This is an optimization exercise on Yosys and OpenROAD, whose aim is small area, a short achievable clock period and few clock cycles per item, not a production implementation.
Function was checked by simulation only, so behaviour that the tests miss may differ from the original.

Setup of run X:
// link_keeping_drive_vector
module link_keeping_drive_vector (
	input  logic        clk,
	input  logic        arst_n,
	input  logic        psel,
	input  logic        penable,
	input  logic        pwrite,
	input  logic [2:0]  paddr,
	input  logic [31:0] pwdata,
	output logic [31:0] prdata,
	output logic        pready,
	input  logic        in_valid,
	output logic        in_stall,
	input  logic signed [15:0] offset_x,
	input  logic signed [15:0] offset_y,
	input  logic        present,
	input  logic        frame_end,
	output logic        out_valid,
	input  logic        out_stall,
	output logic signed [15:0] drive_x,
	output logic signed [15:0] drive_y,
	output logic        has_signal,
	output logic [3:0]  chosen_index
);
==> flow/config.mk <==
export PLATFORM = sky130hd
export DESIGN_NAME = link_keeping_drive_vector
export DESIGN_NICKNAME = link_keeping_drive_vector
export VERILOG_FILES = /design/flow/design.v
export SDC_FILE = /design/flow/constraint.sdc
export NUM_CORES = 4
export LEC_CHECK = 0
export CAP_MARGIN = 20
export CORE_MARGIN = 2
export CORE_UTILIZATION = 40
export CTS_BUF_LIST = sky130_fd_sc_hd__clkbuf_16
export CTS_CLUSTER_DIAMETER = 100
export CTS_CLUSTER_SIZE = 24
export PLACE_DENSITY = 0.6
export SLEW_MARGIN = 20
==> flow/constraint.sdc <==
create_clock -name core_clock -period 11.0 [get_ports {clk}]
set_input_delay 2.2000 -clock core_clock [delete_from_list [all_inputs] [get_ports {clk}]]
set_output_delay 2.2000 -clock core_clock [all_outputs]
set_load 0.01 [all_outputs]
run.sh (not shown) runs the stock make flow with config.mk's settings and CLKGATE_MAP_FILE= SYNTH_SCRIPT=/design/flow/synth_recipe.tcl, a recipe that flattens the netlist after the stock synthesis.
Testbench counts of run X, summed over its fixed seeds: cycles 72,321, frames 4,096.
Here is what was changed in the inputs of run H compared with run X.
- CORE_UTILIZATION changed from 40 to 55
- PLACE_DENSITY changed from 0.6 to 0.75
### Flow results
- Diff run H and run X: HPWL after detailed placement lower in run H
- On synthesized cell count, run H and run X are neck and neck.
- The core utilization in run H sits 16 points above the value recorded for run X.
- Run X → run H: worst setup slack now sits lower, share of post-route cells with drive strength above 1 now sits lower, number of logic inverters in the finished layout now sits at about the same level.

---

Another version of the RTL of link_keeping_drive_vector (not shown whole).
For scale: roughly 450 flip-flops, roughly 29000 sq um of cells after synthesis.
==> flow/design.v (excerpt) <==
module link_keeping_drive_vector (
	input  logic        clk,
	input  logic        arst_n,
	input  logic        psel,
	input  logic        penable,
	input  logic        pwrite,
	input  logic [2:0]  paddr,
	input  logic [31:0] pwdata,
	output logic [31:0] prdata,
	output logic        pready,
	input  logic        in_valid,
	output logic        in_stall,
	input  logic signed [15:0] offset_x,
	input  logic signed [15:0] offset_y,
	input  logic        present,
	input  logic        frame_end,
	output logic        out_valid,
	input  logic        out_stall,
	output logic signed [15:0] drive_x,
	output logic signed [15:0] drive_y,
	output logic        has_signal,
	output logic [3:0]  chosen_index
);
clock: 11.0 ns
lec_check: 0
cap_margin: 20
core_margin: 2
core_utilization: 40
cts_buf_list: sky130_fd_sc_hd__clkbuf_8
place_density: 0.6
slew_margin: 20
The starting point finished clean.
Testbench counts at the start, summed over its fixed seeds: cycles 72,321, frames 4,096.
Change:
- CTS_BUF_LIST: sky130_fd_sc_hd__clkbuf_8 -> not set
Effect: The new run completed without violations; hold slack gets better by 16 ps; cell area goes up by 0.39%; sequential cell count is unchanged; count of clock-buffer cells in the layout shrinks by 22; via count shrinks by 0.52%; sequential share of layout area came out lower by 0.16 points; register-to-register slack gets better by 30 ps.

---

Another version of the RTL of link_keeping_drive_vector (not shown whole).
For scale: roughly 500 flip-flops, roughly 32,000 um2 of cells after synthesis.
clock: 11.0 ns
lec_check: 0
cap_margin: 20
core_margin: 2
core_utilization: 40
cts_buf_list: sky130_fd_sc_hd__clkbuf_16
cts_cluster_diameter: 100
cts_cluster_size: 24
place_density: 0.6
slew_margin: 20
standard.sh (not shown) runs the stock make flow with config.mk's settings and CLKGATE_MAP_FILE= SYNTH_SCRIPT=/design/flow/synth_recipe.tcl, a recipe that flattens the netlist after the stock synthesis.
==> flow/flow/run.sh <==
#!/bin/bash
set -euo pipefail
bash standard.sh SETUP_SLACK_MARGIN=8 finish > flow_make.log 2>&1
Testbench counts at the start, summed over its fixed seeds: cycles 69,281, frames 4,096.
Next try:
==> flow/flow/run.sh (replaced) <==
#!/bin/bash
set -euo pipefail
bash standard.sh SETUP_SLACK_MARGIN=7.6 finish > flow_make.log 2>&1
Result: The changed run produced a clean layout. Core utilization decreases by 4.0 points. Via count is lower by a few percent. Clock skew goes up by 0.0031 ns. Clock-buffer cell count increases by 1. Worst hold slack barely changes. Worst setup slack improves by 0.012 ns. Die area is unchanged. Sequential cell count is unchanged. Cell count went down by a few percent.

---

Another version of the RTL of link_keeping_drive_vector (not shown whole).
Size: roughly 150 I/O pins.
==> flow/config.mk <==
export PLATFORM = sky130hd
export DESIGN_NAME = link_keeping_drive_vector
export DESIGN_NICKNAME = link_keeping_drive_vector
export VERILOG_FILES = /design/flow/design.v
export SDC_FILE = /design/flow/constraint.sdc
export NUM_CORES = 4
export LEC_CHECK = 0
export CAP_MARGIN = 20
export CORE_MARGIN = 2
export CORE_UTILIZATION = 40
export CTS_BUF_LIST = sky130_fd_sc_hd__clkbuf_16
export CTS_CLUSTER_DIAMETER = 100
export CTS_CLUSTER_SIZE = 24
export PLACE_DENSITY = 0.6
export SLEW_MARGIN = 20
==> flow/constraint.sdc <==
create_clock -name core_clock -period 11.0 [get_ports {clk}]
set_input_delay 2.2000 -clock core_clock [delete_from_list [all_inputs] [get_ports {clk}]]
set_output_delay 2.2000 -clock core_clock [all_outputs]
set_load 0.01 [all_outputs]
==> flow/flow/run.sh <==
#!/bin/bash
set -euo pipefail
bash standard.sh SETUP_SLACK_MARGIN=7.6 finish > flow_make.log 2>&1
Testbench counts at the start, summed over its fixed seeds: cycles 70,559, frames 4,096.
==> next run, changes <==
==> flow/run.sh (new file) <==
#!/bin/bash
# synth_recipe.tcl (not shown) runs the flow's synth.tcl, then flattens the netlist and writes it again
# the make line also repeats each setting of config.mk as NAME=value (left out here)
make -C /OpenROAD-flow-scripts/flow DESIGN_CONFIG=/design/flow/config.mk WORK_HOME=/design/flow/orfs CLKGATE_MAP_FILE= SYNTH_SCRIPT=/design/flow/synth_recipe.tcl finish
removed: flow/flow/run.sh
removed: flow/standard.sh
Result: Via count falls by a few percent; first-iteration DRC count decreases by about a fifth; sequential share of layout area came out higher by 2.2 points; final cell count is lower by a few percent; design area went down by a few percent.

## separate check: timing with driven ports
How much do the figures lean on ideal ports? The routed layouts below were timed once more, with nothing changed but the port constraints. Step 1 assumes that a clkbuf_16 drives the clock port and a buf_2 every other input. Step 2 adds t to the input delays and takes it off the output delays; t is the mean of the earliest and latest rising clock arrival at the registers after step 1. Input paths then give back, and output paths get back, about the clock's delay inside the block. Three values: no drivers, after step 1, after step 2; two values: the first two.
run	t, ns	slack for setup (ns)	worst hold slack (ns)	latest minus earliest clock arrival (ns)	slew at the worst register clock pin (ns)
run X	0.659	6.659 / 6.704 / 6.045	0.423 / 0.423 / 0.423	0.036 / 0.036	0.11 / 0.11
run H	0.648	6.597 / 6.635 / 5.987	0.445 / 0.445 / 0.445	0.030 / 0.030	0.10 / 0.10
the first run of note 2	0.716	5.886 / 5.927 / 5.211	0.415 / 0.415 / 0.415	0.038 / 0.038	0.07 / 0.07
the second run of note 2	0.652	5.827 / 5.871 / 5.219	0.431 / 0.431 / 0.431	0.040 / 0.040	0.07 / 0.07
the first run of note 3	0.669	7.391 / 7.391 / 7.177	0.432 / 0.432 / 0.432	0.033 / 0.033	0.11 / 0.11
the second run of note 3	0.690	7.402 / 7.402 / 7.056	0.429 / 0.429 / 0.429	0.039 / 0.040	0.11 / 0.11
the first run of note 4	0.662	7.297 / 7.297 / 7.097	0.428 / 0.428 / 0.428	0.053 / 0.053	0.10 / 0.10
the second run of note 4	0.666	6.287 / 6.287 / 6.287	0.427 / 0.427 / 0.427	0.033 / 0.032	0.11 / 0.11
After both steps setup and hold are still met in every run listed. The setup slack of the first run of note 2, which loses most, moves by +0.041 ns with the drivers and by -0.675 ns with both steps.
